This is an optimization exercise on Yosys and OpenROAD, whose aim is small area, a short achievable clock period and few clock cycles per item, not a production implementation. RTL that was checked went through simulation tests only; none was proved equivalent to the original. Power is estimated from default activity; no workload was simulated.

## job 102
// affine_warp_source_address
module affine_warp_source_address
(
    input  logic        clk,
    input  logic        rst_n,
    input  logic        in_valid,
    output logic        in_ready,
    input  logic [10:0] out_x,
    input  logic [10:0] out_y,
    output logic        out_valid,
    input  logic        out_ready,
    output logic        hit,
    output logic [11:0] src_x,
    output logic [11:0] src_y,
    output logic [23:0] src_index,
    input  logic        cfg_wr_en,
    input  logic [2:0]  cfg_index,
    input  logic [31:0] cfg_data
);
    logic [31:0] coef_xx_reg, coef_xy_reg, offset_x_reg;
    logic [31:0] coef_yx_reg, coef_yy_reg, offset_y_reg;
    logic [12:0] src_w_reg, src_h_reg;
    logic [12:0] dim_wr;
    assign dim_wr = (cfg_data[12:0] > 13'd4096) ? 13'd4096 : cfg_data[12:0];
    always_ff @(posedge clk)
    begin
        if (!rst_n)
        begin
            coef_xx_reg  <= 32'h0001_0000;
            coef_xy_reg  <= 32'h0;
            offset_x_reg <= 32'h0;
            coef_yx_reg  <= 32'h0;
            coef_yy_reg  <= 32'h0001_0000;
            offset_y_reg <= 32'h0;
            src_w_reg    <= 13'd1;
            src_h_reg    <= 13'd1;
        end
        else if (cfg_wr_en)
        begin
            case (cfg_index)
                3'd0: coef_xx_reg  <= cfg_data;
                3'd1: coef_xy_reg  <= cfg_data;
                3'd2: offset_x_reg <= cfg_data;
                3'd3: coef_yx_reg  <= cfg_data;
                3'd4: coef_yy_reg  <= cfg_data;
                3'd5: offset_y_reg <= cfg_data;
                3'd6: src_w_reg    <= dim_wr;
                default: src_h_reg <= dim_wr;
            endcase
        end
    end
    logic v0, v1, v2;
    logic r0, r1, r2;
    assign r2 = !v2 || out_ready;
    assign r1 = !v1 || r2;
    assign r0 = !v0 || r1;
    assign in_ready  = r0;
    assign out_valid = v2;
    always_ff @(posedge clk or negedge rst_n)
    begin
        if (!rst_n)
        begin
            v0 <= 1'b0;
            v1 <= 1'b0;
            v2 <= 1'b0;
        end
        else
        begin
            if (r0) v0 <= in_valid;
            if (r1) v1 <= v0;
            if (r2) v2 <= v1;
        end
    end
  ...
Size in the first run: ~380 flip-flops, about 110 I/O pins.
export LEC_CHECK = 0
export CAP_MARGIN = 20
export CORE_MARGIN = 2
export CORE_UTILIZATION = 40
export SETUP_SLACK_MARGIN = 3
export SLEW_MARGIN = 20
export SYNTH_HIERARCHICAL = 1
create_clock -name core_clock -period 7.2 [get_ports {clk}]
run.sh (not shown) runs the stock make flow with config.mk's settings and CLKGATE_MAP_FILE= SYNTH_SCRIPT=/design/flow/synth_recipe.tcl, a recipe that flattens the netlist after the stock synthesis.
Job 102 completed every stage of the flow, and the final layout passed the timing, design-rule and antenna checks.
## Diff of input files: job 103 against job 102
- a change of CORE_UTILIZATION from 40 to 60
- a change of SETUP_SLACK_MARGIN from 3 to 2
Notes after the runs:
Job 103 reached the final stage; the timing, design-rule and antenna checks on its layout passed.
[job 103] area added between synthesis and finish fell 9.9 points relative to job 102
Diff job 102 -> job 103: non-clock buffer count decreased 145; areal power density over the cells lower; final instance count without filler cells moved down.
Clock power (job 103 / job 102): 0.941
Function was not checked in any run of this note: the RTL went through the layout flow alone.

main:
affine_warp_source_address, a different RTL version from the one above (not shown whole).
For scale: roughly 4500 cells after synthesis, ~380 flip-flops, ~50000 µm² of cells after synthesis.
==> flow/config.mk <==
export PLATFORM = sky130hd
export DESIGN_NAME = affine_warp_source_address
export DESIGN_NICKNAME = affine_warp_source_address
export VERILOG_FILES = /design/flow/design.v
export SDC_FILE = /design/flow/constraint.sdc
export NUM_CORES = 4
export LEC_CHECK = 0
export CAP_MARGIN = 20
export CORE_MARGIN = 2
export CORE_UTILIZATION = 40
export SETUP_SLACK_MARGIN = 1.5
export SLEW_MARGIN = 20
export SYNTH_HIERARCHICAL = 1
==> flow/constraint.sdc <==
create_clock -name core_clock -period 7.2 [get_ports {clk}]
set_input_delay 1.4400 -clock core_clock [delete_from_list [all_inputs] [get_ports {clk}]]
set_output_delay 1.4400 -clock core_clock [all_outputs]
set_load 0.01 [all_outputs]
In summary, main completed successfully, with a layout that passed the timing, design-rule and antenna checks.
Testbench counts of main, summed over its fixed seeds: cycles 24,264, items 24,000.
Edits applied to the flow inputs when going from main to the feature branch:
# main
export LEC_CHECK = 0
export CAP_MARGIN = 20
export CORE_MARGIN = 2
export CORE_UTILIZATION = 40
export SETUP_SLACK_MARGIN = 1.5
export SLEW_MARGIN = 20
export SYNTH_HIERARCHICAL = 1
create_clock -name core_clock -period 7.2 [get_ports {clk}]
# the feature branch
export LEC_CHECK = 0
export CAP_MARGIN = 20
export CORE_MARGIN = 2
export CORE_UTILIZATION = 40
export SETUP_SLACK_MARGIN = 2.5
export SLEW_MARGIN = 20
export SYNTH_HIERARCHICAL = 1
create_clock -name core_clock -period 7.2 [get_ports {clk}]
==> comparison <==
In summary, the feature branch completed successfully, with a layout that passed the timing, design-rule and antenna checks. Delta(sequential share of power, the feature branch - main) < 0. Looking at initial antenna violation count, the feature branch sits 5 below main. Comparing the feature branch and main, the higher layout overhead on the synthesized area is on the feature branch. main -> the feature branch: via count increased by a few percent. In the reports for the feature branch and main, the larger largest stage delay on the critical path belongs to main. Required time reported for the critical path endpoint | the feature branch above main. The feature branch vs main — combinational power share rose 2.6 points.

RTL: one of the versions met above, not the one the previous note started from.
Size in the first run: ~8400 cells after synthesis, roughly 380 flip-flops, roughly 57000 um^2 of cells after synthesis.
Settings: LEC_CHECK=0, ABC_AREA=1, CAP_MARGIN=20, CORE_MARGIN=2, CORE_UTILIZATION=40, SETUP_SLACK_MARGIN=2, SLEW_MARGIN=20, SYNTH_HIERARCHICAL=1; clock period 7.2 ns.
Change:
ABC_AREA = not set   (was 1)
Outcome: Maximum frequency drops by about 0.8%. Via count went down by about 32%. Non-clock buffer count is higher by 40. Core utilization came out higher by 1.3 points. Wire length goes down by about 18%. First-iteration DRC count drops by about 40%. Die area is lower by 8.2%. Cell area shrinks by 5.8%. Total power fell by about 12%.
No run of this note included a check of the RTL's function; only the layout flow was run.

affine_warp_source_address again, from the RTL that the note above started with.
Settings: LEC_CHECK=0, CAP_MARGIN=20, CORE_MARGIN=2, CORE_UTILIZATION=40, SLEW_MARGIN=20, SYNTH_HIERARCHICAL=1; clock period 7.2 ns.
Then changed:
Settings changed: ABC_AREA set to 1, CTS_BUF_LIST set to sky130_fd_sc_hd__clkbuf_4 sky130_fd_sc_hd__clkbuf_8, SETUP_SLACK_MARGIN set to 2.
Effect: Synthesized cell count grows by 86%; flip-flop and latch count stays the same; register-to-register slack improves by 0.53 ns; die area grows by 9.0%; total power grows by 17%; routed wire length grows by 28%; first-iteration DRC count grows by 70%; worst setup slack improves by 0.67 ns; hold slack improves by 0.031 ns; design area grows by 9.0%.
No functional check of the RTL was part of any run of this note.

[re-timing with driven ports]
In the flow no input, the clock included, has a driving cell. The finished layouts below were timed again as built, in two steps. Step 1 assumes that a clkbuf_16 drives the clock port and a buf_2 every other input. Step 2, shift: input delay + t, output delay - t, t = (earliest + latest rising clock arrival at the registers) / 2. This alone moves slack from input paths to output paths. Slacks: ideal ports / drivers / drivers and shift; pairs: ideal ports / drivers.
run	t, ns	slack for setup (ns)	hold WS [ns]	pins driven straight from the clock port
job 102	0.730	2.297 / 2.297 / 2.297	0.465 / 0.465 / 0.465	1
job 103	0.715	2.050 / 2.046 / 2.050	0.467 / 0.467 / 0.467	1
main	0.699	1.590 / 1.590 / 1.590	0.466 / 0.466 / 0.466	1
the feature branch	0.720	2.060 / 2.060 / 2.060	0.466 / 0.466 / 0.466	1
the first run of note 3	0.720	2.130 / 2.130 / 2.130	0.487 / 0.487 / 0.487	1
the second run of note 3	0.720	2.088 / 2.088 / 2.088	0.466 / 0.466 / 0.466	1
the first run of note 4	0.714	1.449 / 1.374 / 1.578	0.460 / 0.460 / 0.460	1
the second run of note 4	0.874	2.115 / 2.115 / 2.115	0.490 / 0.490 / 0.490	1
After both steps setup and hold are still met in every run listed.
